From an optimization exercise on the open Yosys and OpenROAD flow, aimed at small area, a short achievable clock period and few clock cycles; shortcuts taken in it are not production practice. In this exercise RTL edits were held to simulation tests only and were not proved equivalent to the original. No activity file was given, so power comes from the tool's default toggle rates.

== v10 ==
## sha1_byte_stream_digest
module sha1_byte_stream_digest
(
  input  logic      clk,
  input  logic      rst_n,
  input  logic      in_valid,
  output logic      in_ready,
  input  logic [8:0]  in_data,
  output logic      out_valid,
  input  logic      out_ready,
  output logic [36:0] out_data
);
  localparam logic [159:0] H_INIT = {H4_INIT, H3_INIT, H2_INIT, H1_INIT, H0_INIT};
  logic [7:0]  wb_r [4];        
  logic [1:0]  bpos_r;          
  logic        wfull_r;         
  logic        finp_r;          
  logic        finp_rep_r;      
  logic        fin_r;           
  logic        nonempty_r;      
  logic        cstart_r;        
  logic        inc_r, newm_r;   
  logic [60:0] total_r;         
  logic [6:0]  p_r;             
  logic        pad_r;           
  logic        padfirst_r;      
  logic        lenok_r;         
  logic        pfinal_r;        
  logic        wpend_r;         
  logic [6:0]  r_r;             
  logic [1:0]  gsel_r;          
  logic [1:0]  gsel2_r;         
  logic        r79_r;           
  logic        plt16_r;         
  logic        xrot_r;          
  logic        acc_r;           
  logic        inj_r;           
  logic [2:0]  ic_r;            
  logic        hwr_r;           
  logic        rfirst_r;        
  logic        rfinal_r;        
  logic [31:0] h_r [5];
  ...
==> flow/config.mk <==
export PLATFORM = sky130hd
export DESIGN_NAME = sha1_byte_stream_digest
export DESIGN_NICKNAME = sha1_byte_stream_digest
export VERILOG_FILES = /design/flow/design.v
export SDC_FILE = /design/flow/constraint.sdc
export NUM_CORES = 4
export LEC_CHECK = 0
export CAP_MARGIN = 20
export CORE_MARGIN = 2
export CORE_UTILIZATION = 70
export CTS_CLUSTER_DIAMETER = 100
export CTS_CLUSTER_SIZE = 24
export SETUP_SLACK_MARGIN = 5
export SLEW_MARGIN = 20
==> flow/constraint.sdc <==
create_clock -name core_clock -period 9.0 [get_ports {clk}]
set_input_delay 1.8000 -clock core_clock [delete_from_list [all_inputs] [get_ports {clk}]]
set_output_delay 1.8000 -clock core_clock [all_outputs]
set_load 0.01 [all_outputs]
run.sh (not shown) runs the stock make flow with config.mk's settings and CLKGATE_MAP_FILE= SYNTH_SCRIPT=/design/flow/synth_recipe.tcl, a recipe that flattens the netlist after the stock synthesis.
Testbench counts of v10, summed over its fixed seeds: cycles 34,281.
#### Input delta (v12 over v10)
# v10
export LEC_CHECK = 0
export CAP_MARGIN = 20
export CORE_MARGIN = 2
export CORE_UTILIZATION = 70
export CTS_CLUSTER_DIAMETER = 100
export CTS_CLUSTER_SIZE = 24
export SETUP_SLACK_MARGIN = 5
export SLEW_MARGIN = 20
create_clock -name core_clock -period 9.0 [get_ports {clk}]
# v12
export LEC_CHECK = 0
export CAP_MARGIN = 20
export CORE_MARGIN = 2
export CORE_UTILIZATION = 55
export CTS_CLUSTER_DIAMETER = 60
export CTS_CLUSTER_SIZE = 30
export SETUP_SLACK_MARGIN = 5
export SLEW_MARGIN = 20
create_clock -name core_clock -period 9.0 [get_ports {clk}]
==> comparison <==
v12 reached the end of the flow, and the finished layout is clean on the timing, design-rule and antenna checks.
Hold slack ended up 5.3 ps lower on v12 than on v10.
Relative to v10, the via count measured on v12 has decreased by a few percent.
Compared with v10, v12 shows critical path depth higher by 9.
As far as number of routed nets with antenna violations goes, v12 and v10 are indistinguishable; the numbers are identical.
v10 → v12: final cell count without fillers went up by 7.9%; proportion of synthesized chip area in sequential cells closely matched the old numbers; time the worst path needs with I/O delays and setup went down by 17 ps.
[v12 vs v10] worst path setup slack after routing: higher in v12
On sequential share of layout area, the lower figure sits with v12, not v10.
Compare v12 and v10 | global-route usage lower: v12
Wire length of the first global-routing pass ended up about 1.6% higher on v12 than on v10.
Input changes introduced in v27 (baseline for comparison: v12):
# v12
export LEC_CHECK = 0
export CAP_MARGIN = 20
export CORE_MARGIN = 2
export CORE_UTILIZATION = 55
export CTS_CLUSTER_DIAMETER = 60
export CTS_CLUSTER_SIZE = 30
export SETUP_SLACK_MARGIN = 5
export SLEW_MARGIN = 20
create_clock -name core_clock -period 9.0 [get_ports {clk}]
# v27
export LEC_CHECK = 0
export CAP_MARGIN = 20
export CORE_MARGIN = 2
export CORE_UTILIZATION = 40
export SETUP_SLACK_MARGIN = 5
export SLEW_MARGIN = 20
create_clock -name core_clock -period 9.0 [get_ports {clk}]
==> flow/flow/run.sh (new file) <==
#!/bin/bash
bash standard.sh SETUP_SLACK_MARGIN=6 finish > standard.log 2>&1
==> flow/standard.sh (new file) <==
#!/bin/bash
# synth_recipe.tcl (not shown) runs the flow's synth.tcl, then flattens the netlist and writes it again
# the make line also repeats each setting of config.mk as NAME=value (left out here)
make -C /OpenROAD-flow-scripts/flow DESIGN_CONFIG=/design/flow/config.mk WORK_HOME=/design/flow/orfs CLKGATE_MAP_FILE= SYNTH_SCRIPT=/design/flow/synth_recipe.tcl "${@:-finish}"
removed: flow/run.sh
==> run summary <==
Count of maximum capacitance violations came out exactly the same in v27 and v12. Summary of v27 over v12: power density relative to cell area went up; largest net degree at the start of global routing shows a reduction of 93; ratio of final minimum period to clock period shows a reduction of 3.6 points; logic depth of the worst setup path including buffers lower; final cell count now larger. When v27 is measured against v12, its worst hold slack turns out 27 ps lower. Die footprint is lower on v12. In the flow results for v27 and v12, the total wire length after detailed routing is smaller on v12. The power share of the clock group on v12 is in line with that on v27. Number of DRC markers after the initial detailed-route iteration up 0.87% in v27 wrt v12. sky130_fd_sc_hd__fa_1 as the highest-delay cell along the critical path was reported by v27, and sky130_fd_sc_hd__o311ai_2 by v12.
Input changes introduced in v33 (baseline for comparison: v27):
# v27
export LEC_CHECK = 0
export CAP_MARGIN = 20
export CORE_MARGIN = 2
export CORE_UTILIZATION = 40
export SETUP_SLACK_MARGIN = 5
export SLEW_MARGIN = 20
create_clock -name core_clock -period 9.0 [get_ports {clk}]
# v33
export LEC_CHECK = 0
export CAP_MARGIN = 20
export CORE_MARGIN = 2
export CORE_UTILIZATION = 55
export CTS_CLUSTER_DIAMETER = 100
export CTS_CLUSTER_SIZE = 28
export SETUP_SLACK_MARGIN = 5
export SLEW_MARGIN = 20
create_clock -name core_clock -period 9.0 [get_ports {clk}]
==> flow/run.sh (new file) <==
#!/bin/bash
# synth_recipe.tcl (not shown) runs the flow's synth.tcl, then flattens the netlist and writes it again
# the make line also repeats each setting of config.mk as NAME=value (left out here)
make -C /OpenROAD-flow-scripts/flow DESIGN_CONFIG=/design/flow/config.mk WORK_HOME=/design/flow/orfs CLKGATE_MAP_FILE= SYNTH_SCRIPT=/design/flow/synth_recipe.tcl finish
removed: flow/flow/run.sh
removed: flow/standard.sh
## What came out
- When v33 is set beside v27, its die area turns out to be 33000 sq um smaller.
- Comparing v27 and v33, the higher combinational share of power was measured on v27.
- On leakage power, v33 does better than v27.
- v33 closes out successfully: all stages finished, all timing, DRC and antenna checks passed.
- From v27 to v33 the numbers moved as follows: area added between synthesis and finish now smaller; hold slack now larger; finished layout cell area now smaller.
- A end of the critical path of u_core.g_r[30] is what v33 shows, while u_core.a_r[25] belongs to v27.
## Diff of input files: v7 against v33
# v33
export LEC_CHECK = 0
export CAP_MARGIN = 20
export CORE_MARGIN = 2
export CORE_UTILIZATION = 55
export CTS_CLUSTER_DIAMETER = 100
export CTS_CLUSTER_SIZE = 28
export SETUP_SLACK_MARGIN = 5
export SLEW_MARGIN = 20
create_clock -name core_clock -period 9.0 [get_ports {clk}]
# v7
export LEC_CHECK = 0
export CAP_MARGIN = 20
export CORE_MARGIN = 2
export CORE_UTILIZATION = 55
export CTS_CLUSTER_DIAMETER = 100
export CTS_CLUSTER_SIZE = 24
export SETUP_SLACK_MARGIN = 5
export SLEW_MARGIN = 20
create_clock -name core_clock -period 9.0 [get_ports {clk}]
==> comparison <==
Going from v33 to v7, wire length after detailed routing grows by 0.55%. Looking at global-route usage, v7 sits 0.19 points higher than v33 does. Share of final-layout standard cells stronger than drive strength 1 essentially unchanged between v33 and v7. Of v33 and v7, the run reporting the lower number of logic stages on the critical path including buffering was v7. Design area essentially unchanged between v7 and v33. Compared with v33, v7 degrades violation count after the first detailed-route iteration. Final-layout fill cell count: v7 vs v33 — no meaningful difference.
--- input diff v7..v57 ---
# v7
export LEC_CHECK = 0
export CAP_MARGIN = 20
export CORE_MARGIN = 2
export CORE_UTILIZATION = 55
export CTS_CLUSTER_DIAMETER = 100
export CTS_CLUSTER_SIZE = 24
export SETUP_SLACK_MARGIN = 5
export SLEW_MARGIN = 20
create_clock -name core_clock -period 9.0 [get_ports {clk}]
# v57
export LEC_CHECK = 0
export CAP_MARGIN = 20
export CORE_MARGIN = 2
export CORE_UTILIZATION = 55
export SETUP_SLACK_MARGIN = 5
export SLEW_MARGIN = 20
create_clock -name core_clock -period 9.0 [get_ports {clk}]
Findings:
Compared with v7, in v57 smallest hold slack fell by 29 ps; number of buffers created by CTS moved up; power consumption grew by 11%; slew at the pin closest to its max-slew limit up 14 ps; count of cell instances traversed by the critical path decreased 8.
Going from v7 to v57, final cell count picked up an extra about 2.3%; part of the cycle the worst path needs comparable.
v57 vs v7 on via count of the first global-routing pass: v57 is the higher one.
Going from v7 to v57, the final period demand of the worst path was found to have gone down by 3.9 ps.
Post-route worst setup slack on v57 is ahead of v7.
Looking at total vias in the final route across both flows, v57 is the weaker of the two, with v7 ahead.

static timing again, ports no longer ideal:
In the flow no input, the clock included, has a driving cell. The finished layouts below were timed again as built, in two steps. Step 1: set_driving_cell puts a clkbuf_16 on clk and a buf_2 on each other input, an assumption about the parent block. Step 2 moves the port delays by t, midway between the first and last clock arrival at a register: inputs arrive t later, outputs are due t later. That takes back most of the time a late clock gives input paths. Slacks: no drivers / after step 1 / after step 2; pairs: no drivers / after step 1.
run	shift t [ns]	setup WS [ns]	latest minus earliest clock arrival (ns)
v10	0.698	5.060 / 4.994 / 5.109	0.042 / 0.042
v12	0.745	5.077 / 5.077 / 5.077	0.045 / 0.044
v27	0.775	5.399 / 5.399 / 5.363	0.087 / 0.087
v33	0.700	5.108 / 5.108 / 5.040	0.030 / 0.030
v7	0.740	5.128 / 5.079 / 5.119	0.030 / 0.030
v57	0.764	5.132 / 5.059 / 5.085	0.045 / 0.044
After both steps setup and hold are still met in every run listed. The setup slack of v33, which loses most, moves by 0.000 ns with the drivers and by -0.068 ns with both steps.
